This is an optimization exercise on Yosys and OpenROAD, whose aim is small area, not a production implementation.
Only simulation tests tie the RTL to the original design; equivalence was not proved.
Power and IR drop assume default switching activity.

==> design/flow/constraint.sdc <==
create_clock -name core_clock -period 12.0 [get_ports {clk}]
set_input_delay 2.4000 -clock core_clock [delete_from_list [all_inputs] [get_ports {clk}]]
set_output_delay 2.4000 -clock core_clock [all_outputs]
set_load 0.01 [all_outputs]
==> design/flow/standard.sh <==
#!/bin/bash
# synth_recipe.tcl (not shown) runs the flow's synth.tcl, then flattens the netlist and writes it again
# the make line also repeats each setting of config.mk as NAME=value (left out here)
make -C /OpenROAD-flow-scripts/flow DESIGN_CONFIG=/design/flow/config.mk WORK_HOME=/design/flow/orfs CLKGATE_MAP_FILE= SYNTH_SCRIPT=/design/flow/synth_recipe.tcl "${@:-finish}"
==> design/flow/design.v <==
module joint_pwm_ramp_ctrl #(
  parameter int JOINTS     = 4,
  parameter int PWM_PERIOD = 100000,
  parameter int RAMP_STEP  = 100,
  parameter int WDT_CYCLES = 5000000
) (
  input  logic                 clk,
  input  logic                 rst_n,
  input  logic                 enable,
  input  logic                 cmd_valid,
  output logic                 cmd_ready,
  input  logic [3:0]           cmd_joint,
  input  logic [31:0]          cmd_value,
  output logic [32*JOINTS-1:0] duty_cmd,
  output logic                 period_tick,
  output logic                 busy,
  output logic                 fault
);
  localparam int WDT_W  = $clog2(WDT_CYCLES + 1);
  localparam int DW     = $clog2(PWM_PERIOD + 1) + 1;    
  localparam int RINGS  = PWM_PERIOD / JOINTS;           
  localparam int HI_W   = $clog2(RINGS);
  localparam logic [HI_W-1:0]    HI_LAST  = HI_W'(RINGS - 1);
  localparam logic [WDT_W-1:0]   WDT_PRE  = WDT_W'(WDT_CYCLES - 2);
  localparam logic signed [32:0] LIM_HI   = 33'(PWM_PERIOD);
  localparam logic signed [32:0] LIM_LO   = -LIM_HI;
  localparam logic signed [DW:0] STEP_HI  = (DW+1)'(RAMP_STEP);
  localparam logic signed [DW:0] STEP_LO  = -STEP_HI;
  localparam bit                 WDT_USE_LFSR = (WDT_CYCLES == 60000) && (WDT_W == 16);
  localparam logic [15:0]        WDT_LFSR_PRE = 16'h2b75;
  function automatic logic [DW-1:0] clamp_duty(input logic [31:0] v);
    logic over_hi, over_lo;
    over_hi = !v[31] && ((|v[30:DW-1]) || (v[DW-2:0] > LIM_HI[DW-2:0]));
    over_lo =  v[31] && (!(&v[30:DW-1]) || (v[DW-2:0] < LIM_LO[DW-2:0]));
    if (over_hi)      clamp_duty = LIM_HI[DW-1:0];
    else if (over_lo) clamp_duty = LIM_LO[DW-1:0];
    else              clamp_duty = v[DW-1:0];
  endfunction
  function automatic logic [DW-1:0] ramp_duty(input logic [DW-1:0] cur, input logic [DW-1:0] tgt);
    logic signed [DW:0] c, t, s;
    logic up, opp, small_c, big_d;
    c       = $signed({cur[DW-1], cur});
    t       = $signed({tgt[DW-1], tgt});
    up      = t > c;
    s       = c + (up ? $signed(STEP_HI) : $signed(STEP_LO));
    big_d   = up ? (t > s) : (t < s);
    opp     = (cur[DW-1] && !tgt[DW-1] && (tgt != '0)) ||
              (tgt[DW-1] && !cur[DW-1] && (cur != '0));
    small_c = (c <= $signed(STEP_HI)) && (c >= $signed(STEP_LO));
    if (opp && small_c) ramp_duty = '0;
    else if (big_d)     ramp_duty = s[DW-1:0];
    else                ramp_duty = tgt;
  endfunction
  logic [JOINTS-1:0] ring_q;       
  logic [HI_W-1:0]   hi_q;         
  logic              busy_q;
  logic [WDT_W-1:0]  wdt_q;
  logic              fault_q, fault_d;
  logic [JOINTS-1:0] tv_q;         
  logic [DW-1:0]     tring_q [JOINTS];    
  logic [DW-1:0]     duty_q [JOINTS];
  logic              tick, accept, sweep_on;
  logic [JOINTS-1:0] sel, upd, wslot;
  logic [3:0]        phase, wpos;
  logic [DW-1:0]     cmd_clamped, cur_sel, t_in, new_duty;
  logic              wr0;
  assign tick        = ring_q[JOINTS-1] && (hi_q == HI_LAST);
  assign cmd_ready   = enable && !fault_q && !busy_q;
  assign busy        = busy_q;
  assign period_tick = tick;
  assign fault       = fault_q;
  assign accept      = cmd_valid && cmd_ready;
  assign cmd_clamped = clamp_duty(cmd_value);
  assign sel      = {ring_q[JOINTS-2:0], ring_q[JOINTS-1]};
  assign sweep_on = tick || (busy_q && !ring_q[JOINTS-1]);
  always_comb begin
    upd[0] = tick;
    for (int j = 1; j < JOINTS; j++) upd[j] = busy_q && ring_q[j-1];
    for (int j = 0; j < JOINTS; j++) begin
    end
    phase = '0;
    for (int i = 0; i < JOINTS; i++) if (ring_q[i]) phase = phase | 4'(i);
    wpos = cmd_joint - phase - 4'd2;
    for (int p = 0; p < JOINTS; p++) wslot[p] = accept && (wpos == 4'(p));
    wr0 = accept && (cmd_joint == 4'd0);
  end
  logic wdt_pre, wdt_clr;
  logic [WDT_W-1:0] wdt_step;
  assign wdt_clr = accept || !enable;
  if (WDT_USE_LFSR) begin : g_wdt_lfsr
    assign wdt_pre  = (wdt_q == WDT_LFSR_PRE);
    assign wdt_step = {wdt_q[14:0], ~(wdt_q[15] ^ wdt_q[14] ^ wdt_q[12] ^ wdt_q[3])};
  end else begin : g_wdt_bin
    assign wdt_pre  = (wdt_q == WDT_PRE);
    assign wdt_step = wdt_q + WDT_W'(1);
  end
  assign fault_d = enable && (fault_q || (!accept && wdt_pre));
  for (genvar g = 0; g < JOINTS; g++) begin : g_pack
    assign duty_cmd[32*g +: 32] = {{(32-DW){duty_q[g][DW-1]}}, duty_q[g]};
  end
  always_comb begin
    cur_sel = '0;
    for (int j = 0; j < JOINTS; j++) begin
      cur_sel = cur_sel | (duty_q[j] & {DW{sel[j]}});
    end
    if (wr0)          t_in = cmd_clamped;
    else if (tv_q[0]) t_in = tring_q[0];
    else             t_in = '0;
    new_duty = ramp_duty(cur_sel, t_in);
  end
  always_ff @(posedge clk or negedge rst_n) begin
    if (!rst_n) begin
      ring_q  <= JOINTS'(1);
      hi_q    <= '0;
      busy_q  <= 1'b0;
      wdt_q   <= '0;
      fault_q <= 1'b0;
      tv_q    <= '0;
    end else begin
      ring_q  <= sel;
      if (ring_q[JOINTS-1]) hi_q <= tick ? '0 : hi_q + HI_W'(1);
      busy_q  <= enable && sweep_on;
      wdt_q   <= wdt_clr ? '0 : wdt_step;
      fault_q <= fault_d;
      for (int j = 0; j < JOINTS; j++)
        tv_q[j] <= enable && !fault_d && (wslot[j] || tv_q[(j + 1) % JOINTS]);
    end
  end
  always_ff @(posedge clk) begin
    for (int p = 0; p < JOINTS; p++)
      tring_q[p] <= wslot[p] ? cmd_clamped : tring_q[(p + 1) % JOINTS];
  end
  logic [JOINTS-1:0] hold, load_n;
  logic [DW-1:0]     new_n;
  logic [DW-1:0]     duty_d [JOINTS];
  always_comb begin
    new_n = ~new_duty;
    for (int j = 0; j < JOINTS; j++) begin
      hold[j]   = enable && !upd[j];
      load_n[j] = !(enable && upd[j]);
      duty_d[j] = ~(({DW{load_n[j]}} | new_n) & ~(duty_q[j] & {DW{hold[j]}}));
    end
  end
  always_ff @(posedge clk or negedge rst_n) begin
    if (!rst_n) begin
      for (int j = 0; j < JOINTS; j++) duty_q[j] <= '0;
    end else begin
      for (int j = 0; j < JOINTS; j++) duty_q[j] <= duty_d[j];
    end
  end
endmodule
module joint_ramp_ctrl16 (
  input  logic          clk,
  input  logic          rst_n,
  input  logic          enable,
  input  logic          cmd_valid,
  output logic          cmd_ready,
  input  logic [3:0]    cmd_joint,
  input  logic [31:0]   cmd_value,
  output logic [511:0]  duty_cmd,
  output logic          period_tick,
  output logic          busy,
  output logic          fault
);
  joint_pwm_ramp_ctrl #(
    .JOINTS     (16),
    .PWM_PERIOD (2000),
    .RAMP_STEP  (50),
    .WDT_CYCLES (60000)
  ) u_ctrl (
    .clk         (clk),
    .rst_n       (rst_n),
    .enable      (enable),
    .cmd_valid   (cmd_valid),
    .cmd_ready   (cmd_ready),
    .cmd_joint   (cmd_joint),
    .cmd_value   (cmd_value),
    .duty_cmd    (duty_cmd),
    .period_tick (period_tick),
    .busy        (busy),
    .fault       (fault)
  );
endmodule
==> design/flow/config.mk <==
export PLATFORM = sky130hd
export DESIGN_NAME = joint_ramp_ctrl16
export DESIGN_NICKNAME = joint_ramp_ctrl16
export VERILOG_FILES = /design/flow/design.v
export SDC_FILE = /design/flow/constraint.sdc
export NUM_CORES = 4
export LEC_CHECK = 0
export CAP_MARGIN = 5
export CORE_MARGIN = 2
export CORE_UTILIZATION = 50
export SLEW_MARGIN = 5
==> design/flow/flow/run.sh <==
#!/bin/bash
set -euo pipefail
bash standard.sh finish \
  "BUFFER_PORTS_ARGS=-buffer_cell sky130_fd_sc_hd__buf_1" \
  "CTS_ARGS=-sink_clustering_enable -repair_clock_nets -dont_use_dummy_load -buf_list {sky130_fd_sc_hd__clkbuf_4} -sink_clustering_size 10 -sink_clustering_max_diameter 40" \
  > standard_flow.log 2>&1
==> results of run 1 <==
## flip-flops by register name, summed over array words and instances, names as in the netlist
signal,cells
u_ctrl.wdt_q,16
u_ctrl.ring_q,16
u_ctrl.fault_q,1
u_ctrl.tv_q,16
u_ctrl.tring_q,192
u_ctrl.busy_q,1
u_ctrl.duty_q,192
u_ctrl.hi_q,7
## power breakdown
part	internal [mW]	total [mW]	switching [mW]
Combinational	0.0770	0.268	0.191
Clock	0.253	0.750	0.497
Sequential	1.60	1.64	0.0443
## synthesized netlist by cell type, types with 10 or more instances
library cell / number / area share
nor2_1: 30 / 0.0055
nand3_1: 216 / 0.052
o31ai_1: 30 / 0.011
nor3_1: 10 / 0.0024
nand4_1: 14 / 0.0042
buf_4: 320 / 0.12
o21ai_1: 89 / 0.022
a221oi_1: 44 / 0.019
and4_1: 13 / 0.0055
nor4_1: 20 / 0.0061
clkbuf_1: 152 / 0.028
inv_1: 42 / 0.0076
dfrtp_1: 248 / 0.30
o21ai_0: 285 / 0.069
and3_1: 26 / 0.0079
nand2_1: 268 / 0.049
dfxtp_1: 192 / 0.19
o22ai_1: 10 / 0.0030
o21a_1: 13 / 0.0047
a22o_1: 44 / 0.019
a21oi_1: 14 / 0.0034
ha_1: 42 / 0.025
## per-layer routing
metal / vias to the layer above / global-route usage
li1: 7913 / -
met1: 8457 / 0.4217
met2: 1020 / 0.5071
met3: 161 / 0.06686
met4: 2 / 0.1468
met5: - / 0
## through the flow
step | hold slack [ns] | setup slack [ns] | power [mW]
floorplan | 0.3519 | 2.990 | 1.821
finish | 0.3594 | 1.537 | 2.660
detailed placement | 0.4101 | 1.027 | 1.936
CTS | 0.3622 | 1.803 | 2.675
global route | 0.3858 | 0.9859 | 2.790
global placement | 0.4044 | 1.195 | 1.932
## critical path, delay by kind of cell
kind / cells / cell delay, ns
and+or+nand+nor: 7 / 2.02
xor gates and xnor gates: 1 / 0.25
adders and majority gates: 3 / 1.11
AOI/OAI and AO/OA: 16 / 4.66
buffers and inverters: 3 / 0.53
## area by class of cell
class	instances	area [um2]	share of cell area
well taps	532	665.6	0.03153
diodes	2	5.005	0.0002371
clock buffers	66	495.5	0.02347
multi-input cells	1290	7362	0.3488
repair buffers	587	2344	0.1110
inverters	43	161.4	0.007646
flip-flops and latches	441	10080	0.4773
## placed cells by master, fill, tap and decap left out, types with 3 or more instances in the layout
cell / Yosys / routed
a21boi_0: 9 / 9
a21o_1: 5 / 5
a21oi_1: 14 / 14
a221oi_1: 44 / 44
a22o_1: 44 / 44
a22oi_1: 8 / 8
a2bb2oi_1: 4 / 4
a311oi_1: 3 / 3
a31oi_1: 9 / 9
and2_1: 6 / 6
and3_1: 26 / 26
and4_1: 13 / 13
buf_1: 3 / 553
buf_4: 320 / 31
clkbuf_4: 0 / 68
dfrtp_1: 248 / 248
dfxtp_1: 192 / 192
ha_1: 42 / 42
inv_1: 42 / 42
nand2_1: 268 / 268
nand3_1: 216 / 216
nand4_1: 14 / 14
nor2_1: 30 / 30
nor2b_1: 8 / 8
nor3_1: 10 / 10
nor4_1: 20 / 20
o211ai_1: 5 / 5
o21a_1: 13 / 13
o21ai_0: 285 / 285
o21ai_1: 89 / 89
o22ai_1: 10 / 10
o31ai_1: 30 / 30
or2_2: 3 / 3
or3_1: 3 / 3
or4_1: 4 / 4
xnor2_1: 7 / 7
xor2_1: 9 / 9
## worst paths after layout
kind	start	end	slack, ns
max	cmd_value[1]	u_ctrl.duty_q[13][9]	1.54
min reg2reg	u_ctrl.tring_q[5][8]	u_ctrl.tring_q[4][8]	0.36
min	u_ctrl.tring_q[5][8]	u_ctrl.tring_q[4][8]	0.36
min in group asynchronous	rst_n	u_ctrl.wdt_q[4]	1.68
max in group asynchronous	rst_n	u_ctrl.duty_q[3][2]	8.32
max reg2reg	u_ctrl.busy_q	u_ctrl.duty_q[13][9]	2.91
## cells by family (layout without fill, tap and decap cells)
kind of cell | Yosys count | count (layout)
other | 0 | 2
flip-flops | 441 | 441
AO/OA/AOI/OAI | 597 | 597
buffers and inverters | 525 | 696
XOR/XNOR | 16 | 16
adder cells (fa/ha/maj) | 44 | 44
AND/OR/NAND/NOR | 631 | 631
multiplexers | 2 | 2
==> flow_summary.toml, run 1 <==
[clocking]
cts_resized = 0
cts.sinks = 441
insertion_delay_ns = 0.78
cts_hold_buf = 0
post_cts_buffers = 0
cts.clk_slew.worst_paths_ns = 0.10
clock-root-buffer = "clkbuf_4"
cts_tree = "yes"
cts_buffers = 66
cts_buffer_depth = 3
htreeDepth = 3

[critical_path]
endpoint_kind = "flip-flop"
start_kind = "primary input"
rr_worst_depth = 28
worstPathMaxFanout = 17
worstSetupPathType = "primary input to flip-flop"
crit_path_max_incr_delay_ns = 1.02
crit_top_cell = "o21ai_0"
cp.arrival_ns = 11.00
cp.required_ns = 12.53
slowest_stage = "o21ai_1"

[timing]
hold_violations = 0
worstMarginPinSlew_ns = 1.344
min_period_over_period = 0.8719
fmax_mhz = 95.57
maxSlewHeadroom = 0.09812
period_needed_ns = 10.46
final_max_slew_viol_count = 0
final.setup.tns_ns = 0
skew_ns = 0.1256
setup_viol = 0
grt_setup_unrepaired = "false"

[synthesis]
synth.area.mux_share = 0.0009713
synth_fp_nets = 2340
async_reset_ff_frac = 0.5646
synthAdderAreaFrac = 0.02744
synth_top_family_by_area = "compound AO/OA/AOI/OAI gates"
yosys.area_share.simple = 0.1445
synth_seq_area_share = 0.4889
syn_area_um2 = 20610
synth_edf_count = 0
synth_xor_xnor_area_share = 0.006799
syn_avg_cell_area_um2 = 9.136
synth-seq-cells = 441
synthDistinctLibCells = 68
netlist_instances = 2256
synth_flop_cell = "dfrtp_1"
synth-compound-area-share = 0.1771
ys_warn_count = 4

[route]
first_pass_iters = 5
drtIter0Drc = 1670
num_vias = 17553
ant_nets = 0
wl_met3_um = 6440
via_per_inst = 5.928
drc = 0
drt-met1-wl_um = 28340
routed.top_layer = "met5"
wl_met2_um = 33100
wl_per_cell_um = 23.94
drt_wl_total_um = 70900

[floorplanning]
die_height_um = 207.0
start_util = 0.5059
num_io_pins = 556
core_area_um2 = 40740
die_area_um2 = 42860
die_x_um = 207.0
num_rows = 74

[cells_and_area]
postLayoutCellArea_um2 = 21110
fin_util = 0.5182
fillers = 3912
fin_nets = 2513
syn_to_final_growth_pct = 2.416
finalNonFillerCells = 2961
drive_above_1_share = 0.04574

[global_routing]
track_usage = 0.3199
grt_pass1_vias = 15906
grt_pass1_wl_um = 104100
grt_max_degree = 149
grt-ovfl-total = 0
antenna_found_initial = 2

[power_and_ir_drop]
powerDensity_nw_per_um2 = 126.0
ir_worst_vdd_uv = 88.16
power_leakage_nw = 8.731

[run]
drv_cap = 0

[hold_path]
whs_path_depth = 2
min_path_type = "flip-flop to flip-flop"

[placed_design]
place_congestion = 0.9631
hpwl_um = 50420
place_area_um2 = 20610
io_buffers = 555
placed_cells = 2893

[run_status]
outcome = "timing/DRC/antenna clean"
==> inputs of run 2 (changes only) <==
--- a/design/flow/design.v
+++ b/design/flow/design.v
@@ -57,5 +57,5 @@
   logic [WDT_W-1:0]  wdt_q;
   logic              fault_q, fault_d;
-  logic [JOINTS-1:0] tv_q;         
+  logic              init_q;       
   logic [DW-1:0]     tring_q [JOINTS];    
   logic [DW-1:0]     duty_q [JOINTS];
@@ -64,5 +64,5 @@
   logic [3:0]        phase, wpos;
   logic [DW-1:0]     cmd_clamped, cur_sel, t_in, new_duty;
-  logic              wr0;
+  logic              wr0, tclr;
   assign tick        = ring_q[JOINTS-1] && (hi_q == HI_LAST);
   assign cmd_ready   = enable && !fault_q && !busy_q;
@@ -84,4 +84,5 @@
     for (int p = 0; p < JOINTS; p++) wslot[p] = accept && (wpos == 4'(p));
     wr0 = accept && (cmd_joint == 4'd0);
+    tclr = !init_q || fault_d || !enable;
   end
   logic wdt_pre, wdt_clr;
@@ -104,7 +105,5 @@
       cur_sel = cur_sel | (duty_q[j] & {DW{sel[j]}});
     end
-    if (wr0)          t_in = cmd_clamped;
-    else if (tv_q[0]) t_in = tring_q[0];
-    else             t_in = '0;
+    t_in = wr0 ? cmd_clamped : tring_q[0];
     new_duty = ramp_duty(cur_sel, t_in);
   end
@@ -116,5 +115,5 @@
       wdt_q   <= '0;
       fault_q <= 1'b0;
-      tv_q    <= '0;
+      init_q  <= 1'b0;
     end else begin
       ring_q  <= sel;
@@ -123,11 +122,18 @@
       wdt_q   <= wdt_clr ? '0 : wdt_step;
       fault_q <= fault_d;
-      for (int j = 0; j < JOINTS; j++)
-        tv_q[j] <= enable && !fault_d && (wslot[j] || tv_q[(j + 1) % JOINTS]);
-    end
+      init_q  <= 1'b1;
+    end
+  end
+  logic [JOINTS-1:0] tkeep;
+  logic [DW-1:0]     tring_d [JOINTS];
+  for (genvar g = 0; g < JOINTS; g++) begin : g_ring
+    assign tkeep[g] = !wslot[g] && !tclr;
+    ring_slot_next #(.DW(DW)) u_next (
+      .load(wslot[g]), .keep(tkeep[g]), .cmd(cmd_clamped), .nxt(tring_q[(g + 1) % JOINTS]),
+      .d(tring_d[g])
+    );
   end
   always_ff @(posedge clk) begin
-    for (int p = 0; p < JOINTS; p++)
-      tring_q[p] <= wslot[p] ? cmd_clamped : tring_q[(p + 1) % JOINTS];
+    for (int p = 0; p < JOINTS; p++) tring_q[p] <= tring_d[p];
   end
   logic [JOINTS-1:0] hold, load_n;
@@ -139,6 +145,10 @@
       hold[j]   = enable && !upd[j];
       load_n[j] = !(enable && upd[j]);
-      duty_d[j] = ~(({DW{load_n[j]}} | new_n) & ~(duty_q[j] & {DW{hold[j]}}));
-    end
+    end
+  end
+  for (genvar g = 0; g < JOINTS; g++) begin : g_duty
+    joint_duty_next #(.DW(DW)) u_next (
+      .hold(hold[g]), .load_n(load_n[g]), .new_n(new_n), .q(duty_q[g]), .d(duty_d[g])
+    );
   end
   always_ff @(posedge clk or negedge rst_n) begin
@@ -149,4 +159,26 @@
     end
   end
+endmodule
+module joint_duty_next #(
+  parameter int DW = 12
+) (
+  input  logic          hold,
+  input  logic          load_n,
+  input  logic [DW-1:0] new_n,
+  input  logic [DW-1:0] q,
+  output logic [DW-1:0] d
+);
+  assign d = ~(({DW{load_n}} | new_n) & ~(q & {DW{hold}}));
+endmodule
+module ring_slot_next #(
+  parameter int DW = 12
+) (
+  input  logic          load,
+  input  logic          keep,
+  input  logic [DW-1:0] cmd,
+  input  logic [DW-1:0] nxt,
+  output logic [DW-1:0] d
+);
+  assign d = (cmd & {DW{load}}) | (nxt & {DW{keep}});
 endmodule
 module joint_ramp_ctrl16 (
--- a/design/flow/config.mk
+++ b/design/flow/config.mk
@@ -6,6 +6,8 @@
 export NUM_CORES = 4
 export LEC_CHECK = 0
-export CAP_MARGIN = 5
+export CAP_MARGIN = 20
 export CORE_MARGIN = 2
 export CORE_UTILIZATION = 50
-export SLEW_MARGIN = 5
+export SLEW_MARGIN = 20
+export SYNTH_HIERARCHICAL = 1
+export SYNTH_MINIMUM_KEEP_SIZE = 0
==> flow_summary.toml, run 2 <==
[route]
drtIter0Drc = 1409
wl_per_cell_um = 27.02
via_per_inst = 6.228
drt_wl_total_um = 68400
ant_nets = 0
first_pass_iters = 5
num_vias = 15762
drc = 0

[cells_and_area]
finalNonFillerCells = 2531
fin_nets = 2091
fillers = 3703
drive_above_1_share = 0.08778
layout_commonest_cell = "buf_1"
fin_util = 0.5124
final_cell_mix = "buf_1, dfrtp_1, o2bb2ai_1, dfxtp_1, a22o_1"
reg_top3 = "u_ctrl.duty_q (192), u_ctrl.tring_q (192)"
syn_to_final_growth_pct = 0.8535

[timing]
worstMarginPinSlew_ns = 1.189
period_needed_ns = 9.674
skew_ns = 0.1289
hold_violations = 0
maxSlewHeadroom = 0.2026
final_max_slew_viol_count = 0
setup_viol = 0
fmax_mhz = 103.4
final.setup.tns_ns = 0
min_period_over_period = 0.8062
grt_setup_unrepaired = "false"

[synthesis]
synth_fp_nets = 1867
synth.area.mux_share = 0.008904
netlist_instances = 1783
synth_top_area_frac = 0.2882
synth_top_family_by_area = "compound AO/OA/AOI/OAI gates"
synthDistinctLibCells = 77
synth_xor_xnor_area_share = 0.006493
synth-seq-cells = 426
syn_avg_cell_area_um2 = 11.35
ys_top_cells_by_area = "dfrtp_1, dfxtp_1, buf_4"
synthAdderAreaFrac = 0.02795
async_reset_ff_frac = 0.5493
yosysTopAreaCell = "dfrtp_1"
synth.most_common_cell = "buf_4"
synth_common_cells = "buf_4, dfrtp_1, dfxtp_1, o2bb2ai_1, a22o_1"
synth-compound-area-share = 0.2440
synth_flop_cell = "dfrtp_1"
syn_area_um2 = 20230
yosys.area_share.simple = 0.06369
synth_seq_area_share = 0.4794
ys_warn_count = 13
synth_edf_count = 0

[global_routing]
antenna_found_initial = 1
track_usage = 0.3154
grt_max_degree = 82
grt_pass1_wl_um = 97910
grt-ovfl-total = 0
grt_pass1_vias = 14722

[floorplanning]
die_x_um = 205.2
core_area_um2 = 39820
die_area_um2 = 42090
die_height_um = 205.2
num_rows = 73
num_io_pins = 556
start_util = 0.5081

[run]
drv_cap = 0

[power_and_ir_drop]
powerDensity_nw_per_um2 = 113.4
ir_worst_vdd_uv = 61.92
power_leakage_nw = 8.480

[clocking]
cts.clk_slew.worst_paths_ns = 0.10
clock-root-buffer = "clkbuf_4"
cts_buffer_depth = 3
cts_tree = "yes"
post_cts_buffers = 0
cts_resized = 0
cts_hold_buf = 0
htreeDepth = 2
cts.sinks = 426
cts_buffers = 57
insertion_delay_ns = 0.86

[critical_path]
start_kind = "primary input"
cp.arrival_ns = 10.34
worstSetupPathType = "primary input to flip-flop"
cp.required_ns = 12.67
worstPathMaxFanout = 19
rr_worst_depth = 27
crit_path_max_incr_delay_ns = 0.90
slowest_stage = "a311oi_4"
endpoint_kind = "flip-flop"

[placed_design]
place_congestion = 0.9699
io_buffers = 555
placed_cells = 2473
hpwl_um = 47210

[hold_path]
whs_path_depth = 1
min_path_type = "flip-flop to flip-flop"

[run_status]
outcome = "timing/DRC/antenna clean"
==> run 2: logic make-up (layout without fill, tap and decap cells) <==
logic type,Yosys count,after routing
DFF,426,426
buffers and inverters,457,679
and+or+nand+nor,247,247
muxes,17,17
xor gates and xnor gates,15,15
adders and majority gates,44,44
AOI/OAI and AO/OA,576,576
other,1,2
==> run 2: layout make-up <==
type                       count  area [um2]  area share
inverter                      33       125.1    0.006131
sequential                   426        9701      0.4754
clock buffer                  57       427.9     0.02097
tap                          525       656.9     0.03219
multi-input combinational    900        7144      0.3501
antenna                        1       2.502   0.0001226
timing repair buffer         589        2350      0.1151
==> run 2: worst paths after layout <==
kind,start,to,slack (ns)
worst max-delay path,cmd_value[17],u_ctrl.duty_q[12][4],2.33
worst min-delay path,u_ctrl.tring_q[1][10],u_ctrl.tring_q[0][10],0.40
worst max register to register,u_ctrl.busy_q,u_ctrl.duty_q[12][4],3.60
worst min register to register,u_ctrl.tring_q[1][10],u_ctrl.tring_q[0][10],0.40
max in group asynchronous,rst_n,u_ctrl.duty_q[10][11],8.81
min in group asynchronous,rst_n,u_ctrl.duty_q[0][1],1.78
==> run 2: worst max-delay path: cells and delay by family <==
family / cells / cell delay, ns
AO/OA/AOI/OAI: 15 / 4.73
adder cells (fa/ha/maj): 3 / 0.89
buffers and inverters: 4 / 0.59
multiplexers: 1 / 0.30
AND/OR/NAND/NOR: 6 / 1.39
==> run 2: per-stage QoR <==
| step | area (um2) | hold WS (ns) | total power, mW | setup WS, ns |
|---|---|---|---|---|
| CTS | 20400 | 0.4072 | 2.322 | 2.540 |
| detailed placement | 19970 | 0.4210 | 1.652 | 1.679 |
| floorplan | 20230 | 0.3487 | 1.580 | 3.124 |
| finish | 20410 | 0.4041 | 2.313 | 2.326 |
| global placement | 19970 | 0.4165 | 1.651 | 1.755 |
| global route | 20410 | 0.4016 | 2.394 | 1.875 |
==> run 2: routing by layer <==
layer	routed length, um	track usage	part of all wire	vias up
met5	0	0	0	-
met4	2954	0.1403	0.043	0
met3	6888	0.08489	0.10	191
met2	31540	0.4995	0.46	1035
met1	27010	0.4055	0.39	7793
li1	-	-	-	6743
==> run 2: report_power, final <==
part	switching, mW	internal [mW]
Clock	0.470	0.216
Combinational	0.153	0.0424
Sequential	0.00214	1.43
==> inputs of run 3 (changes only) <==
==> design/flow/flow/run.sh (replaced) <==
#!/bin/bash
set -euo pipefail
bash standard.sh finish \
  "BUFFER_PORTS_ARGS=-buffer_cell sky130_fd_sc_hd__buf_1" \
  "CTS_ARGS=-sink_clustering_enable -repair_clock_nets -dont_use_dummy_load -buf_list {sky130_fd_sc_hd__clkbuf_4} -sink_clustering_size 8 -sink_clustering_max_diameter 35" \
  > standard_flow.log 2>&1
==> flow_summary.toml, run 3 <==
[timing]
hold_violations = 0
final_max_slew_viol_count = 0
maxSlewHeadroom = 0.1673
fmax_mhz = 102.4
setup_viol = 0
final.setup.tns_ns = 0
min_period_over_period = 0.8137
grt_setup_unrepaired = "false"
worstMarginPinSlew_ns = 1.242
period_needed_ns = 9.765
skew_ns = 0.09242

[power_and_ir_drop]
ir_worst_vdd_uv = 62.70
powerDensity_nw_per_um2 = 117.6
cellInternalPower_mw = 1.770
swShare = 0.2684
comb_power_share = 0.081
switchingPower_mw = 0.6492
pwr-share-seq = 0.592
power_leakage_nw = 8.577
power.share.clock = 0.327

[cells_and_area]
fin_nets = 2112
finalNonFillerCells = 2554
reg_top3 = "u_ctrl.duty_q (192), u_ctrl.tring_q (192)"
final_cell_mix = "buf_1, dfrtp_1, o2bb2ai_1, dfxtp_1, a22o_1"
fin_util = 0.5165
postLayoutCellArea_um2 = 20570
syn_to_final_growth_pct = 1.657
layout_commonest_cell = "buf_1"
drive_above_1_share = 0.09724

[placed_design]
io_buffers = 555
hpwl_um = 47210
place_congestion = 0.9699
placed_cells = 2473
place_area_um2 = 19970

[route]
wl_met2_um = 31300
via_per_inst = 6.184
num_vias = 15793
drt-met1-wl_um = 26990
drt_wl_total_um = 68770
ant_nets = 0
drtIter0Drc = 1357
wl_per_cell_um = 26.93
first_pass_iters = 6
wl_met3_um = 7250
drc = 0
routed.top_layer = "met4"

[synthesis]
synth_top_area_frac = 0.2882
synth_edf_count = 0
synth.most_common_cell = "buf_4"
async_reset_ff_frac = 0.5493
syn_avg_cell_area_um2 = 11.35
synth_common_cells = "buf_4, dfrtp_1, dfxtp_1, o2bb2ai_1, a22o_1"
synth_flop_cell = "dfrtp_1"
ys_warn_count = 13
synthDistinctLibCells = 77
synth-seq-cells = 426
netlist_instances = 1783
synth_seq_area_share = 0.4794
ys_top_cells_by_area = "dfrtp_1, dfxtp_1, buf_4"
yosysTopAreaCell = "dfrtp_1"
synth_fp_nets = 1867
syn_area_um2 = 20230

[critical_path]
cp.arrival_ns = 10.38
worstPathMaxFanout = 19
crit_buf_inv = 4
start_kind = "primary input"
endpoint_kind = "flip-flop"
slowest_stage = "a311oi_4"
cp_top_family = "compound AO/OA/AOI/OAI gates"
crit_path_max_incr_delay_ns = 0.95
cp.required_ns = 12.61
worstSetupPathType = "primary input to flip-flop"

[clocking]
cts.clk_slew.worst_paths_ns = 0.09
clock-root-buffer = "clkbuf_4"
insertion_delay_ns = 0.82
cts_buffers = 78
htreeDepth = 3
post_cts_buffers = 0
cts_hold_buf = 0
cts.sinks = 426
cts_tree = "yes"
cts_buffer_depth = 3
cts_resized = 0

[global_routing]
track_usage = 0.3175
grt-ovfl-total = 0
grt_pass1_vias = 14951
antenna_found_initial = 2
grt_pass1_wl_um = 98550
grt_max_degree = 82

[run_status]
outcome = "timing/DRC/antenna clean"

[floorplanning]
num_rows = 73
start_util = 0.5081
core_area_um2 = 39820
die_x_um = 205.2
die_height_um = 205.2
num_io_pins = 556
die_area_um2 = 42090

[run]
drv_cap = 0

[hold_path]
min_path_type = "flip-flop to flip-flop"
==> run 3: power groups by stage <==
stage	clock network, mW	logic (mW)	registers (mW)
2_1_floorplan	0	0.119	1.46
3_3_place_gp	0	0.189	1.46
3_5_place_dp	0	0.190	1.46
4_1_cts	0.807	0.191	1.43
5_1_grt	0.870	0.207	1.43
6_report	0.791	0.196	1.43
==> run 3: worst paths after layout <==
kind                       slack (ns)                     to  cells past startpoint                   from
min                              0.39  u_ctrl.tring_q[14][6]                      1  u_ctrl.tring_q[15][6]
max                              2.24   u_ctrl.duty_q[15][4]                     29          cmd_value[17]
min in group asynchronous        1.82   u_ctrl.duty_q[11][6]                      2                  rst_n
max in group asynchronous        8.80  u_ctrl.duty_q[10][11]                      3                  rst_n
max reg2reg                      3.59   u_ctrl.duty_q[15][4]                     27          u_ctrl.busy_q
min reg2reg                      0.39  u_ctrl.tring_q[14][6]                      1  u_ctrl.tring_q[15][6]
==> run 3: worst register-to-register path, cell delays in order, from the launching register on <==
cell	delay (ns)
dfrtp_1	0.36
buf_4	0.22
nor3b_1	0.31
buf_4	0.19
and3_1	0.52
mux2i_1	0.40
inv_1	0.13
ha_1	0.34
and3_1	0.19
o21ai_0	0.17
o2111ai_1	0.22
a31oi_4	0.47
inv_1	0.18
fa_1	0.42
nor2b_1	0.13
o21ai_0	0.11
a21boi_0	0.19
o21ai_0	0.16
a2111oi_0	0.50
a311oi_1	0.15
ha_1	0.33
nand4_1	0.09
nor4_1	0.36
nor2_1	0.13
a311oi_4	0.95
nor2_1	0.12
o21ai_2	0.73
o2bb2ai_1	0.17
==> run 3: layout make-up <==
type | instances | area [um2]
flip-flops and latches | 426 | 9701
multi-input cells | 900 | 7144
clock buffers | 78 | 585.6
inverters | 33 | 125.1
fillers | 3697 | 19250
diodes | 3 | 7.507
repair buffers | 589 | 2350
well taps | 525 | 656.9
==> run 3: layer usage <==
metal,vias up,track usage
met4,0,0.1390
met3,214,0.09218
met1,7726,0.4067
met2,1066,0.5005
li1,6787,-
met5,-,0
==> run 3: kinds of logic (layout without fill, tap and decap cells) <==
| kind of cell | after synthesis | count (layout) | synth area share |
|---|---|---|---|
| adder cells (fa/ha/maj) | 44 | 44 | 0.02795 |
| flip-flops | 426 | 426 | 0.4794 |
| XOR/XNOR | 15 | 15 | 0.006493 |
| multiplexers | 17 | 17 | 0.008905 |
| AND/OR/NAND/NOR | 247 | 247 | 0.06369 |
| AO/OA/AOI/OAI | 576 | 576 | 0.2440 |
| buffers and inverters | 457 | 700 | 0.1694 |
| other | 1 | 4 | 0.0001853 |
==> run 3: metrics by stage <==
step,power (mW),setup WS (ns),hold WS (ns)
floorplan,1.580,3.124,0.3487
global route,2.510,1.878,0.4117
finish,2.419,2.235,0.3858
global placement,1.651,1.755,0.4165
CTS,2.431,2.479,0.3798
detailed placement,1.652,1.679,0.4210
==> inputs of run 4 (changes only) <==
--- a/design/flow/design.v
+++ b/design/flow/design.v
@@ -59,5 +59,6 @@
   logic              init_q;       
   logic [DW-1:0]     tring_q [JOINTS];    
-  logic [DW-1:0]     duty_q [JOINTS];
+  logic [DW-1:0]     duty_n_q [JOINTS];   
+  logic [DW-1:0]     duty [JOINTS];
   logic              tick, accept, sweep_on;
   logic [JOINTS-1:0] sel, upd, wslot;
@@ -97,11 +98,14 @@
   end
   assign fault_d = enable && (fault_q || (!accept && wdt_pre));
+  logic init_n;
+  assign init_n = !init_q;
   for (genvar g = 0; g < JOINTS; g++) begin : g_pack
-    assign duty_cmd[32*g +: 32] = {{(32-DW){duty_q[g][DW-1]}}, duty_q[g]};
+    duty_out_gate #(.DW(DW)) u_gate (.q_n(duty_n_q[g]), .off(init_n), .y(duty[g]));
+    assign duty_cmd[32*g +: 32] = {{(32-DW){duty[g][DW-1]}}, duty[g]};
   end
   always_comb begin
     cur_sel = '0;
     for (int j = 0; j < JOINTS; j++) begin
-      cur_sel = cur_sel | (duty_q[j] & {DW{sel[j]}});
+      cur_sel = cur_sel | (duty[j] & {DW{sel[j]}});
     end
     t_in = wr0 ? cmd_clamped : tring_q[0];
@@ -137,11 +141,11 @@
     for (int p = 0; p < JOINTS; p++) tring_q[p] <= tring_d[p];
   end
-  logic [JOINTS-1:0] hold, load_n;
+  logic [JOINTS-1:0] hold_n, load_n;
   logic [DW-1:0]     new_n;
-  logic [DW-1:0]     duty_d [JOINTS];
+  logic [DW-1:0]     duty_n_d [JOINTS];
   always_comb begin
     new_n = ~new_duty;
     for (int j = 0; j < JOINTS; j++) begin
-      hold[j]   = enable && !upd[j];
+      hold_n[j] = !(enable && init_q && !upd[j]);
       load_n[j] = !(enable && upd[j]);
     end
@@ -149,13 +153,9 @@
   for (genvar g = 0; g < JOINTS; g++) begin : g_duty
     joint_duty_next #(.DW(DW)) u_next (
-      .hold(hold[g]), .load_n(load_n[g]), .new_n(new_n), .q(duty_q[g]), .d(duty_d[g])
+      .hold_n(hold_n[g]), .load_n(load_n[g]), .new_n(new_n), .q_n(duty_n_q[g]), .d_n(duty_n_d[g])
     );
   end
-  always_ff @(posedge clk or negedge rst_n) begin
-    if (!rst_n) begin
-      for (int j = 0; j < JOINTS; j++) duty_q[j] <= '0;
-    end else begin
-      for (int j = 0; j < JOINTS; j++) duty_q[j] <= duty_d[j];
-    end
+  always_ff @(posedge clk) begin
+    for (int j = 0; j < JOINTS; j++) duty_n_q[j] <= duty_n_d[j];
   end
 endmodule
@@ -163,11 +163,20 @@
   parameter int DW = 12
 ) (
-  input  logic          hold,
+  input  logic          hold_n,
   input  logic          load_n,
   input  logic [DW-1:0] new_n,
-  input  logic [DW-1:0] q,
-  output logic [DW-1:0] d
-);
-  assign d = ~(({DW{load_n}} | new_n) & ~(q & {DW{hold}}));
+  input  logic [DW-1:0] q_n,
+  output logic [DW-1:0] d_n
+);
+  assign d_n = (q_n | {DW{hold_n}}) & (new_n | {DW{load_n}});
+endmodule
+module duty_out_gate #(
+  parameter int DW = 12
+) (
+  input  logic [DW-1:0] q_n,
+  input  logic          off,
+  output logic [DW-1:0] y
+);
+  assign y = ~(q_n | {DW{off}});
 endmodule
 module ring_slot_next #(
==> design/flow/flow/run.sh (replaced) <==
#!/bin/bash
set -euo pipefail
bash standard.sh finish \
  "BUFFER_PORTS_ARGS=-buffer_cell sky130_fd_sc_hd__buf_1" \
  "CTS_ARGS=-sink_clustering_enable -repair_clock_nets -dont_use_dummy_load -buf_list {sky130_fd_sc_hd__clkbuf_4} -sink_clustering_size 10 -sink_clustering_max_diameter 40" \
  > standard_flow.log 2>&1
==> flow_summary.toml, run 4 <==
[synthesis]
syn_avg_cell_area_um2 = 10.11
synth-seq-cells = 426
netlist_instances = 1988
synth_edf_count = 0
syn_area_um2 = 20110
ys_warn_count = 14
synth_flop_cell = "dfxtp_1"
synth_seq_area_share = 0.4347
synth_fp_nets = 2072
ys_top_cells_by_area = "dfxtp_1, buf_4, a22o_1"
synth_top_area_frac = 0.3823
synth_common_cells = "dfxtp_1, buf_4, nor2_1"
synth.most_common_cell = "dfxtp_1"
async_reset_ff_frac = 0.09859
synthDistinctLibCells = 76
yosysTopAreaCell = "dfxtp_1"

[critical_path]
reg2reg_slack_ns = 2.78
crit_path_max_incr_delay_ns = 0.66
start_kind = "primary input"
r2r_start = "u_ctrl.init_q"
cp.arrival_ns = 10.57
cp.required_ns = 12.58
rr_worst_depth = 28
slowest_stage = "o21a_1"
worstPathMaxFanout = 17
worstSetupPathType = "primary input to flip-flop"
reg2reg_to = "u_ctrl.duty_n_q[7][5]"
crit_start = "cmd_value[12]"
endpoint_kind = "flip-flop"

[route]
first_pass_iters = 5
num_vias = 16570
drtIter0Drc = 1796
ant_nets = 0
wl_per_cell_um = 25.22
via_per_inst = 6.101
drc = 0
drt_wl_total_um = 68500

[clocking]
cts.sinks = 426
cts_tree = "yes"
insertion_delay_ns = 0.85
cts.clk_slew.worst_paths_ns = 0.10
clock-root-buffer = "clkbuf_4"
cts_buffers = 60
post_cts_buffers = 0
cts_hold_buf = 0
htreeDepth = 2
cts_resized = 0
cts_buffer_depth = 3

[run_status]
outcome = "timing/DRC/antenna clean"

[placed_design]
hpwl_um = 49230
place_area_um2 = 19660
place_congestion = 0.9541
placed_cells = 2655
io_buffers = 555

[floorplanning]
die_x_um = 204.5
num_io_pins = 556
start_util = 0.5061
num_rows = 73
die_area_um2 = 41830
core_area_um2 = 39730
die_height_um = 204.5

[timing]
skew_ns = 0.1679
setup_viol = 0
holdWs_ns = 0.3861
grt_setup_unrepaired = "false"
final.setup.tns_ns = 0
fmax_mhz = 100.2
min_period_over_period = 0.8320
worstMarginPinSlew_ns = 1.098
hold_violations = 0
maxSlewHeadroom = 0.2672
period_needed_ns = 9.984
final_max_slew_viol_count = 0

[cells_and_area]
fillers = 3782
register_area_um2 = 8740
layout_commonest_cell = "buf_1"
multi_input_area_um2 = 7823
reg_top3 = "u_ctrl.duty_n_q (192), u_ctrl.tring_q (192)"
drive_above_1_share = 0.08813
finalNonFillerCells = 2716
final_cell_mix = "buf_1, dfxtp_1, nor2_1, a22o_1, o22a_1"
syn_to_final_growth_pct = 0.06225
postLayoutCellArea_um2 = 20120
fin_nets = 2276

[global_routing]
grt-ovfl-total = 0
grt_pass1_wl_um = 98400
grt_pass1_vias = 15122
grt_max_degree = 122
track_usage = 0.3158
antenna_found_initial = 1

[hold_path]
hold_end = "u_ctrl.tring_q[12][6]"
whs_path_depth = 1
min-delay-start = "u_ctrl.tring_q[13][6]"
min_path_type = "flip-flop to flip-flop"

[power_and_ir_drop]
power_leakage_nw = 7.733
ir_worst_vdd_uv = 65.59
finalPower_mw = 2.332
powerDensity_nw_per_um2 = 115.9

[run]
drv_cap = 0
## run 4: cell count changes in the layout (fill, tap and decap cells not counted), sizes merged, moves of 14 or more
cell     before  now
dfxtp       192  384
dfrtp       233   41
o22a          0  192
a21o          7   23
clkbuf       79   60
o2bb2ai     192    0
nor2         55  244
a21boi       16    1
a22oi        62   48
## run 4: layout make-up
type | instances | share of cell area
well taps | 525 | 0.03265
multi-input cells | 1085 | 0.3888
inverters | 36 | 0.006965
clock buffers | 60 | 0.02239
flip-flops and latches | 426 | 0.4344
diodes | 1 | 0.0001244
repair buffers | 583 | 0.1147
## run 4: kinds of logic (layout without fill, tap and decap cells)
group | Yosys count | after routing | share of synthesized area
compound gates | 572 | 572 | 0.2442
xor+xnor | 16 | 16 | 0.006970
fa+ha+maj | 44 | 44 | 0.02813
buf+inv | 477 | 679 | 0.1770
flops | 426 | 426 | 0.4347
mux | 19 | 19 | 0.01089
other cells | 1 | 2 | 0.0001865
simple gates | 433 | 433 | 0.09788
## run 4: how the worst max path moves through the flow
stage                                         end  slack, ns  depth (start not counted)
after CTS                   u_ctrl.duty_n_q[8][6]       2.08                         29
after global placement    u_ctrl.duty_n_q[11][11]       1.48                         29
after detailed placement  u_ctrl.duty_n_q[11][11]       1.30                         29
after global routing        u_ctrl.duty_n_q[8][6]       1.49                         29
after floorplan             u_ctrl.duty_n_q[0][4]       2.47                         29
final                       u_ctrl.duty_n_q[7][5]       2.02                         29
## run 4: power by group
| group | internal [mW] | switching [mW] | total (mW) |
|---|---|---|---|
| clock network | 0.227 | 0.465 | 0.692 |
| registers | 1.42 | 0.00228 | 1.42 |
| logic | 0.0537 | 0.163 | 0.217 |
| total | 1.70 | 0.630 | 2.33 |
## run 4: worst max-delay path: cells and delay by family
family	cells	cell delay, ns
mux	2	0.43
buf+inv	4	0.70
compound gates	14	4.46
simple gates	6	1.71
fa+ha+maj	3	0.84
## run 4: metal layers
metal	part of all wire	vias to the layer above	global-route usage
met2	0.45	1004	0.4874
met5	0	-	0
met1	0.41	8064	0.4238
met4	0.050	0	0.1545
li1	-	7326	-
met3	0.096	176	0.06061
## run 4: through the flow
stage / utilization / setup slack [ns]
detailed placement: 0.4949 / 1.298
CTS: 0.5062 / 2.078
global placement: 0.4949 / 1.478
finish: 0.5064 / 2.016
floorplan: - / 2.467
global route: 0.5064 / 1.491
==> inputs of run 5 (changes only) <==
--- a/design/flow/design.v
+++ b/design/flow/design.v
@@ -169,5 +169,16 @@
   output logic [DW-1:0] d_n
 );
-  assign d_n = (q_n | {DW{hold_n}}) & (new_n | {DW{load_n}});
+  for (genvar b = 0; b < DW; b++) begin : g_bit
+    duty_bit_next u_bit (.hold_n(hold_n), .load_n(load_n), .new_n(new_n[b]), .q_n(q_n[b]), .d_n(d_n[b]));
+  end
+endmodule
+module duty_bit_next (
+  input  logic hold_n,
+  input  logic load_n,
+  input  logic new_n,
+  input  logic q_n,
+  output logic d_n
+);
+  assign d_n = (q_n | hold_n) & (new_n | load_n);
 endmodule
 module duty_out_gate #(
@@ -189,5 +200,16 @@
   output logic [DW-1:0] d
 );
-  assign d = (cmd & {DW{load}}) | (nxt & {DW{keep}});
+  for (genvar b = 0; b < DW; b++) begin : g_bit
+    ring_bit_next u_bit (.load(load), .keep(keep), .cmd(cmd[b]), .nxt(nxt[b]), .d(d[b]));
+  end
+endmodule
+module ring_bit_next (
+  input  logic load,
+  input  logic keep,
+  input  logic cmd,
+  input  logic nxt,
+  output logic d
+);
+  assign d = (cmd & load) | (nxt & keep);
 endmodule
 module joint_ramp_ctrl16 (
==> flow_summary.toml, run 5 <==
[floorplanning]
num_rows = 72
num_io_pins = 556
die_area_um2 = 40320
core_area_um2 = 38470
die_x_um = 200.8
die_height_um = 200.8
start_util = 0.5035

[timing]
final.setup.tns_ns = 0
setup_viol = 0
skew_ns = 0.1029
maxSlewHeadroom = 0.2693
fmax_mhz = 100.1
grt_setup_unrepaired = "false"
holdWs_ns = 0.3818
final_max_slew_viol_count = 0
min_period_over_period = 0.8329
worstMarginPinSlew_ns = 1.096
hold_violations = 0
period_needed_ns = 9.995

[cells_and_area]
layout_commonest_cell = "buf_1"
syn_to_final_growth_pct = 3.359
reg_top3 = "u_ctrl.duty_n_q (192), u_ctrl.tring_q (192)"
drive_above_1_share = 0.05939
postLayoutCellArea_um2 = 20020
fillers = 3635
final_cell_mix = "buf_1, dfxtp_1, nor2_1, a22o_1, o22a_1"
finalNonFillerCells = 2709
fin_nets = 2275

[synthesis]
synth_common_cells = "dfxtp_1, buf_4, nor2_1"
synth_edf_count = 0
syn_area_um2 = 19370
synth-seq-cells = 426
synth_flop_cell = "dfxtp_1"
synth.most_common_cell = "dfxtp_1"
syn_avg_cell_area_um2 = 10.07
synth_fp_nets = 2008
netlist_instances = 1924
synthDistinctLibCells = 74
ys_top_cells_by_area = "dfxtp_1, buf_4, a22o_1"
ys_warn_count = 14
synth_seq_area_share = 0.4513
synth_top_area_frac = 0.3969
yosysTopAreaCell = "dfxtp_1"
async_reset_ff_frac = 0.09859

[clocking]
htreeDepth = 2
cts.clk_slew.worst_paths_ns = 0.10
cts_resized = 0
clock-root-buffer = "clkbuf_4"
insertion_delay_ns = 0.82
post_cts_buffers = 0
cts_hold_buf = 0
cts_buffers = 56
cts.sinks = 426
cts_buffer_depth = 3
cts_tree = "yes"

[critical_path]
worstSetupEndpoint = "u_ctrl.duty_n_q[15][11]"
worstPathMaxFanout = 17
r2r_start = "u_ctrl.init_q"
reg2reg_slack_ns = 2.84
reg2reg_to = "u_ctrl.duty_n_q[15][11]"
crit_buf_inv = 4
worstSetupPathType = "primary input to flip-flop"
slowest_stage = "o21a_1"
cp_top_family = "compound AO/OA/AOI/OAI gates"
endpoint_kind = "flip-flop"
crit_path_max_incr_delay_ns = 0.65
crit_start = "cmd_value[27]"
rr_worst_depth = 29
cp.arrival_ns = 10.63
critical_path_depth = 29
start_kind = "primary input"
cp.required_ns = 12.63

[route]
drt_wl_total_um = 65870
wl_per_cell_um = 24.31
first_pass_iters = 6
ant_nets = 0
num_vias = 16359
via_per_inst = 6.039
drc = 0
drtIter0Drc = 1735

[global_routing]
grt-ovfl-total = 0
antenna_found_initial = 3
grt_max_degree = 99
grt_pass1_vias = 14448
track_usage = 0.3134
grt_pass1_wl_um = 95340

[placed_design]
place_congestion = 0.9058
placed_cells = 2651
hpwl_um = 46920
place_area_um2 = 19580
io_buffers = 555

[hold_path]
min_path_type = "flip-flop to flip-flop"

[power_and_ir_drop]
ir_worst_vdd_uv = 52.58
powerDensity_nw_per_um2 = 115.8
power_leakage_nw = 7.683

[run]
drv_cap = 0

[run_status]
outcome = "timing/DRC/antenna clean"
==> run 5: power breakdown <==
group          leakage [nW]  internal [mW]  switching, mW
logic                  3.75         0.0571          0.166
clock network         0.258          0.213          0.459
registers              3.68           1.42        0.00235
total                  7.68           1.69          0.627
==> run 5: per-stage QoR <==
step	utilization	total power, mW	setup slack (ns)
2_1_floorplan	-	1.582	2.494
3_3_place_gp	0.5088	1.670	1.429
3_5_place_dp	0.5090	1.671	1.344
4_1_cts	0.5199	2.327	2.135
5_1_grt	0.5203	2.400	1.354
6_report	0.5204	2.318	2.005
==> run 5: layer usage <==
layer | vias up | track usage | share of wire
li1 | 7303 | - | -
met1 | 7965 | 0.4296 | 0.42
met2 | 940 | 0.4824 | 0.44
met3 | 151 | 0.05795 | 0.090
met4 | 0 | 0.1410 | 0.043
met5 | - | 0 | 0
==> run 5: Yosys stat by module (local to each module, per instance), a selection <==
module | cells | cell area (um2) | flops+latches
duty_bit_next | 1 | 8.758 | 0
ring_bit_next | 1 | 8.758 | 0
==> run 5: logic make-up after synthesis <==
family          count (synthesis)  share of synthesized area
compound gates                572                     0.2494
simple gates                  433                     0.1016
flops                         426                     0.4513
buf+inv                       413                     0.1498
fa+ha+maj                      44                    0.02920
mux                            19                    0.01131
xor+xnor                       16                   0.007236
other cells                     1                  0.0001936
==> run 5: final cells by class <==
type	count	area, um2	area share
tap	518	648.1	0.03238
antenna	2	5.005	0.0002500
inverter	36	140.1	0.007000
sequential	426	8740	0.4366
multi-input combinational	1085	7747	0.3870
timing repair buffer	586	2317	0.1158
clock buffer	56	420.4	0.02100
==> run 5: how the worst min path moves through the flow <==
stage                                      start                      to  slack (ns)  depth (start not counted)
after floorplan                 u_ctrl.ring_q[9]       u_ctrl.ring_q[10]        0.35                          0
after global placement      u_ctrl.tring_q[8][7]    u_ctrl.tring_q[7][7]        0.42                          1
after detailed placement    u_ctrl.tring_q[5][4]    u_ctrl.tring_q[4][4]        0.42                          1
after CTS                  u_ctrl.tring_q[15][9]   u_ctrl.tring_q[14][9]        0.37                          1
after global routing      u_ctrl.tring_q[14][11]  u_ctrl.tring_q[13][11]        0.39                          1
final                     u_ctrl.tring_q[14][11]  u_ctrl.tring_q[13][11]        0.38                          1
==> inputs of run 6 (changes only) <==
==> design/flow/flow/run.sh (replaced) <==
#!/bin/bash
set -euo pipefail
bash standard.sh finish \
  "BUFFER_PORTS_ARGS=-buffer_cell sky130_fd_sc_hd__buf_1" \
  "CTS_ARGS=-sink_clustering_enable -repair_clock_nets -dont_use_dummy_load -buf_list {sky130_fd_sc_hd__clkbuf_2} -sink_clustering_size 6 -sink_clustering_max_diameter 30" \
  > standard_flow.log 2>&1
==> flow_summary.toml, run 6 <==
[floorplanning]
start_util = 0.5035
num_rows = 72
die_area_um2 = 40320
die_height_um = 200.8
die_x_um = 200.8
num_io_pins = 556
core_area_um2 = 38470

[timing]
fmax_mhz = 101.4
final.setup.tns_ns = 0
setup_viol = 0
grt_setup_unrepaired = "false"
skew_ns = 0.1725
final_max_slew_viol_count = 0
min_period_over_period = 0.8216
hold_violations = 0
period_needed_ns = 9.859
maxSlewHeadroom = 0.2539
worstMarginPinSlew_ns = 1.119

[synthesis]
syn_avg_cell_area_um2 = 10.07
ys_warn_count = 14
syn_area_um2 = 19370
synth_edf_count = 0
synth_flop_cell = "dfxtp_1"
synth_seq_area_share = 0.4513
ys_top_cells_by_area = "dfxtp_1, buf_4, a22o_1"
synth_common_cells = "dfxtp_1, buf_4, nor2_1"
synth-seq-cells = 426
synthDistinctLibCells = 74
netlist_instances = 1924
synth.most_common_cell = "dfxtp_1"
yosysTopAreaCell = "dfxtp_1"
synth_top_area_frac = 0.3969
async_reset_ff_frac = 0.09859
synth_fp_nets = 2008

[route]
drc = 0
wl_per_cell_um = 24.03
first_pass_iters = 5
drt_wl_total_um = 66120
drtIter0Drc = 1505
ant_nets = 0
via_per_inst = 6.016
num_vias = 16551

[placed_design]
io_buffers = 555
hpwl_um = 46920
place_congestion = 0.9058
placed_cells = 2651

[critical_path]
crit_start = "cmd_value[27]"
cp.arrival_ns = 10.65
rr_worst_depth = 29
endpoint_kind = "flip-flop"
r2r_start = "u_ctrl.init_q"
worstPathMaxFanout = 17
reg2reg_slack_ns = 2.75
worstSetupEndpoint = "u_ctrl.duty_n_q[5][11]"
start_kind = "primary input"
worstSetupPathType = "primary input to flip-flop"
slowest_stage = "o21a_1"
reg2reg_to = "u_ctrl.duty_n_q[5][11]"
crit_path_max_incr_delay_ns = 0.64
cp.required_ns = 12.79

[global_routing]
grt-ovfl-total = 0
grt_pass1_vias = 14748
grt_pass1_wl_um = 95960
track_usage = 0.3153
antenna_found_initial = 6
grt_max_degree = 99

[run]
drv_cap = 0

[cells_and_area]
reg_top3 = "u_ctrl.duty_n_q (192), u_ctrl.tring_q (192)"
register_area_um2 = 8740
layout_commonest_cell = "buf_1"
final_cell_mix = "buf_1, dfxtp_1, nor2_1, a22o_1, o22a_1"
drive_above_1_share = 0.07668
syn_to_final_growth_pct = 3.708
finalNonFillerCells = 2751
fillers = 3669
multi_input_area_um2 = 7747
fin_nets = 2316

[clocking]
cts_buffer_depth = 3
cts_tree = "yes"
cts.clk_slew.worst_paths_ns = 0.11
cts_buffers = 97
insertion_delay_ns = 1.07
cts_hold_buf = 0
cts_resized = 0
clock-root-buffer = "clkbuf_2"
post_cts_buffers = 0
cts.sinks = 426
htreeDepth = 3

[run_status]
outcome = "timing/DRC/antenna clean"

[power_and_ir_drop]
power.share.clock = 0.301
pwr-share-seq = 0.604
switchingPower_mw = 0.6672
swShare = 0.2835
comb_power_share = 0.095
ir_worst_vdd_uv = 62.95
cellInternalPower_mw = 1.687
powerDensity_nw_per_um2 = 117.2
power_leakage_nw = 7.828

[hold_path]
min_path_type = "flip-flop to flip-flop"
run 6: cell counts after synthesis:
No cell type changed its count.
run 6: layout make-up:
cell class | instances | share of cell area
diodes | 3 | 0.0003738
clock buffers | 97 | 0.02417
inverters | 36 | 0.006977
multi-input cells | 1085 | 0.3857
flip-flops and latches | 426 | 0.4351
well taps | 518 | 0.03227
repair buffers | 586 | 0.1154
run 6: routing by layer:
layer | wire, um | track usage
met2 | 29350 | 0.4838
met3 | 6230 | 0.07419
met4 | 2747 | 0.1413
met5 | 13 | 0
met1 | 27780 | 0.4236
run 6: through the flow:
stage / total power [mW] / cell area [um2] / utilization / hold slack (ns) / worst slack, ns
after floorplan: 1.582 / 19370 / - / 0.3487 / 2.494
final: 2.354 / 20090 / 0.5222 / 0.3725 / 2.141
after detailed placement: 1.671 / 19580 / 0.5090 / 0.4232 / 1.344
after CTS: 2.370 / 20070 / 0.5216 / 0.3631 / 2.299
after global routing: 2.448 / 20090 / 0.5222 / 0.3567 / 1.530
after global placement: 1.670 / 19570 / 0.5088 / 0.4221 / 1.429
run 6: worst max-delay path, delay by kind of cell:
family | cells | cell delay [ns]
AOI/OAI and AO/OA | 14 | 4.50
and+or+nand+nor | 6 | 1.60
muxes | 2 | 0.51
buffers and inverters | 4 | 0.77
adders and majority gates | 3 | 0.84
run 6: logic make-up after synthesis:
| group | count (synthesis) | synth area share |
|---|---|---|
| adders and majority gates | 44 | 0.02920 |
| buffers and inverters | 413 | 0.1498 |
| other | 1 | 0.0001936 |
| muxes | 19 | 0.01131 |
| xor gates and xnor gates | 16 | 0.007236 |
| AOI/OAI and AO/OA | 572 | 0.2494 |
| and+or+nand+nor | 433 | 0.1016 |
| DFF | 426 | 0.4513 |
run 6: per-module statistics from Yosys (local to each module, per instance), a selection:
module	copies in the design	flip-flops and latches
duty_bit_next	192	0
ring_bit_next	192	0
run 6: how the worst min path moves through the flow:
stage                     cells past startpoint  slack, ns               endpoint                  start
after CTS                                     1       0.36  u_ctrl.tring_q[12][4]  u_ctrl.tring_q[13][4]
after global routing                          1       0.36  u_ctrl.tring_q[12][4]  u_ctrl.tring_q[13][4]
final                                         1       0.37  u_ctrl.tring_q[12][4]  u_ctrl.tring_q[13][4]
after detailed placement                      1       0.42   u_ctrl.tring_q[4][4]   u_ctrl.tring_q[5][4]
after floorplan                               0       0.35      u_ctrl.ring_q[10]       u_ctrl.ring_q[9]
after global placement                        1       0.42   u_ctrl.tring_q[7][7]   u_ctrl.tring_q[8][7]
run 6: power groups by stage:
stage | Combinational, mW | Sequential [mW] | Clock, mW
floorplan | 0.128 | 1.45 | 0
global placement | 0.215 | 1.45 | 0
detailed placement | 0.216 | 1.45 | 0
CTS | 0.217 | 1.42 | 0.731
global route | 0.234 | 1.42 | 0.790
finish | 0.223 | 1.42 | 0.708
==> inputs of run 7 (changes only) <==
==> design/flow/flow/run.sh (replaced) <==
#!/bin/bash
set -euo pipefail
bash standard.sh finish \
  "BUFFER_PORTS_ARGS=-buffer_cell sky130_fd_sc_hd__buf_1" \
  "CTS_ARGS=-sink_clustering_enable -repair_clock_nets -dont_use_dummy_load -buf_list {sky130_fd_sc_hd__clkbuf_4} -sink_clustering_size 8 -sink_clustering_max_diameter 35" \
  > standard_flow.log 2>&1
==> flow_summary.toml, run 7 <==
[timing]
final.setup.tns_ns = 0
hold_violations = 0
holdWs_ns = 0.4231
fmax_mhz = 100.0
skew_ns = 0.08912
period_needed_ns = 9.996
worstMarginPinSlew_ns = 1.041
setup_ws_ns = 2.004
final_max_slew_viol_count = 0
maxSlewHeadroom = 0.3060
grt_setup_unrepaired = "false"
setup_viol = 0
min_period_over_period = 0.8330

[critical_path]
worstSetupPathType = "primary input to flip-flop"
cp.required_ns = 12.62
crit_buf_inv = 4
crit_path_max_incr_delay_ns = 0.64
endpoint_kind = "flip-flop"
worstPathMaxFanout = 17
cp.arrival_ns = 10.61
slowest_stage = "o21a_1"
start_kind = "primary input"
cp_top_family = "compound AO/OA/AOI/OAI gates"

[route]
drtIter0Drc = 1506
num_vias = 16500
drc = 0
ant_nets = 0
first_pass_iters = 7
via_per_inst = 6.051
drt_wl_total_um = 66120
wl_per_cell_um = 24.25

[cells_and_area]
drive_above_1_share = 0.06664
layout_commonest_cell = "buf_1"
fillers = 3623
fin_nets = 2292
reg_top3 = "u_ctrl.duty_n_q (192), u_ctrl.tring_q (192)"
fin_util = 0.5238
final_cell_mix = "buf_1, dfxtp_1, nor2_1, a22o_1, o22a_1"
syn_to_final_growth_pct = 4.031

[run_status]
outcome = "timing/DRC/antenna clean"

[synthesis]
yosysTopAreaCell = "dfxtp_1"
syn_avg_cell_area_um2 = 10.07
synth.most_common_cell = "dfxtp_1"
syn_area_um2 = 19370
netlist_instances = 1924
synthDistinctLibCells = 74
synth_top_area_frac = 0.3969
synth_fp_nets = 2008
ys_warn_count = 14
synth_seq_area_share = 0.4513
synth_edf_count = 0
ys_top_cells_by_area = "dfxtp_1, buf_4, a22o_1"
synth_flop_cell = "dfxtp_1"
synth-seq-cells = 426
synth_common_cells = "dfxtp_1, buf_4, nor2_1"
async_reset_ff_frac = 0.09859

[clocking]
cts_buffers = 73
cts_resized = 0
cts_buffer_depth = 3
cts.sinks = 426
htreeDepth = 3
cts.clk_slew.worst_paths_ns = 0.09
cts_hold_buf = 0
clock-root-buffer = "clkbuf_4"
insertion_delay_ns = 0.78
cts_tree = "yes"
post_cts_buffers = 0

[global_routing]
grt_max_degree = 99
track_usage = 0.3154
antenna_found_initial = 3
grt-ovfl-total = 0
grt_pass1_wl_um = 96110
grt_pass1_vias = 14649

[power_and_ir_drop]
powerDensity_nw_per_um2 = 119.4
pwr-share-seq = 0.592
power.share.clock = 0.316
finalPower_mw = 2.405
ir_worst_vdd_uv = 78.77
power_leakage_nw = 7.761
swShare = 0.2697
comb_power_share = 0.093
cellInternalPower_mw = 1.756
switchingPower_mw = 0.6485

[floorplanning]
die_area_um2 = 40320
core_area_um2 = 38470
die_x_um = 200.8
die_height_um = 200.8
num_rows = 72
start_util = 0.5035
num_io_pins = 556

[hold_path]
min_path_type = "flip-flop to flip-flop"

[run]
drv_cap = 0

[placed_design]
io_buffers = 555
hpwl_um = 46920
dp_slack_ns = 1.344
place_congestion = 0.9058
-- run 7: cell counts after synthesis --
Identical to the previous run, type by type.
-- run 7: kinds of logic (layout without fill, tap and decap cells) --
logic type / after synthesis / in the layout / synth area share
AOI/OAI and AO/OA: 572 / 572 / 0.2494
xor gates and xnor gates: 16 / 16 / 0.007236
adders and majority gates: 44 / 44 / 0.02920
buffers and inverters: 413 / 695 / 0.1498
DFF: 426 / 426 / 0.4513
muxes: 19 / 19 / 0.01131
other: 1 / 4 / 0.0001936
and+or+nand+nor: 433 / 433 / 0.1016
-- run 7: per-layer routing --
layer	share of wire	vias up	track usage
li1	-	7358	-
met1	0.42	8014	0.4259
met2	0.45	978	0.4865
met3	0.093	150	0.07256
met4	0.039	0	0.1336
met5	0	-	0
-- run 7: metrics by stage --
step / std cells / area, um2
floorplan: 1924 / 19370
global placement: 2650 / 19570
detailed placement: 2651 / 19580
CTS: 2724 / 20130
global route: 2727 / 20150
finish: 2727 / 20150
-- run 7: power by group through the flow --
stage          sequential, mW  combinational, mW  clock (mW)
2_1_floorplan            1.45              0.128           0
3_3_place_gp             1.45              0.215           0
3_5_place_dp             1.45              0.216           0
4_1_cts                  1.42              0.217       0.774
5_1_grt                  1.42              0.235       0.835
6_report                 1.42              0.223       0.759
-- run 7: cell type report --
class | count | area, um2 | area share
flip-flops and latches | 426 | 8740 | 0.4338
multi-input cells | 1085 | 7747 | 0.3845
repair buffers | 586 | 2317 | 0.1150
well taps | 518 | 648.1 | 0.03217
clock buffers | 73 | 548.0 | 0.02720
inverters | 36 | 140.1 | 0.006955
diodes | 3 | 7.507 | 0.0003726
-- run 7: final timing paths --
kind / from / end / slack, ns / cells past startpoint
min in group asynchronous: rst_n / u_ctrl.wdt_q[5] / 1.73 / 2
worst min-delay path: u_ctrl.tring_q[9][8] / u_ctrl.tring_q[8][8] / 0.42 / 1
worst min register to register: u_ctrl.tring_q[9][8] / u_ctrl.tring_q[8][8] / 0.42 / 1
worst max register to register: u_ctrl.init_q / u_ctrl.duty_n_q[15][11] / 2.82 / 29
max in group asynchronous: rst_n / u_ctrl.ring_q[14] / 9.83 / 2
worst max-delay path: cmd_value[27] / u_ctrl.duty_n_q[15][11] / 2.00 / 29
-- run 7: per-module statistics from Yosys (local to each module, per instance), excerpt --
module / cells inside / area [um2] / copies in the design / flops+latches
ring_bit_next: 1 / 8.758 / 192 / 0
duty_bit_next: 1 / 8.758 / 192 / 0

what the ideal ports hide:
The results above use ideal ports. As a check the final layouts listed here were re-extracted and re-timed, cells and wires unchanged.
Step 1: set_driving_cell puts a clkbuf_16 on clk and a buf_2 on each other input, an assumption about the parent block.
Step 2, shift: input delay + t, output delay - t, t = (earliest + latest rising clock arrival at the registers) / 2. This alone moves slack from input paths to output paths.
a / b / c = no drivers / after step 1 / after step 2; a / b = the first two.
run | t, ns | setup slack, ns | latest minus earliest clock arrival (ns)
run 1 | 0.775 | 1.537 / 1.564 / 0.789 | 0.135 / 0.135
run 2 | 0.848 | 2.326 / 2.356 / 1.509 | 0.128 / 0.129
run 3 | 0.818 | 2.235 / 2.262 / 1.444 | 0.102 / 0.102
run 4 | 0.824 | 2.016 / 2.049 / 1.225 | 0.167 / 0.168
run 5 | 0.817 | 2.005 / 2.022 / 1.206 | 0.103 / 0.103
run 6 | 1.035 | 2.141 / 2.166 / 1.131 | 0.173 / 0.172
run 7 | 0.787 | 2.004 / 2.025 / 1.238 | 0.090 / 0.090
After both steps setup and hold are still met in every run listed. For run 6, which loses most, drivers alone change the setup slack by +0.025 ns; drivers and shift together by -1.010 ns.
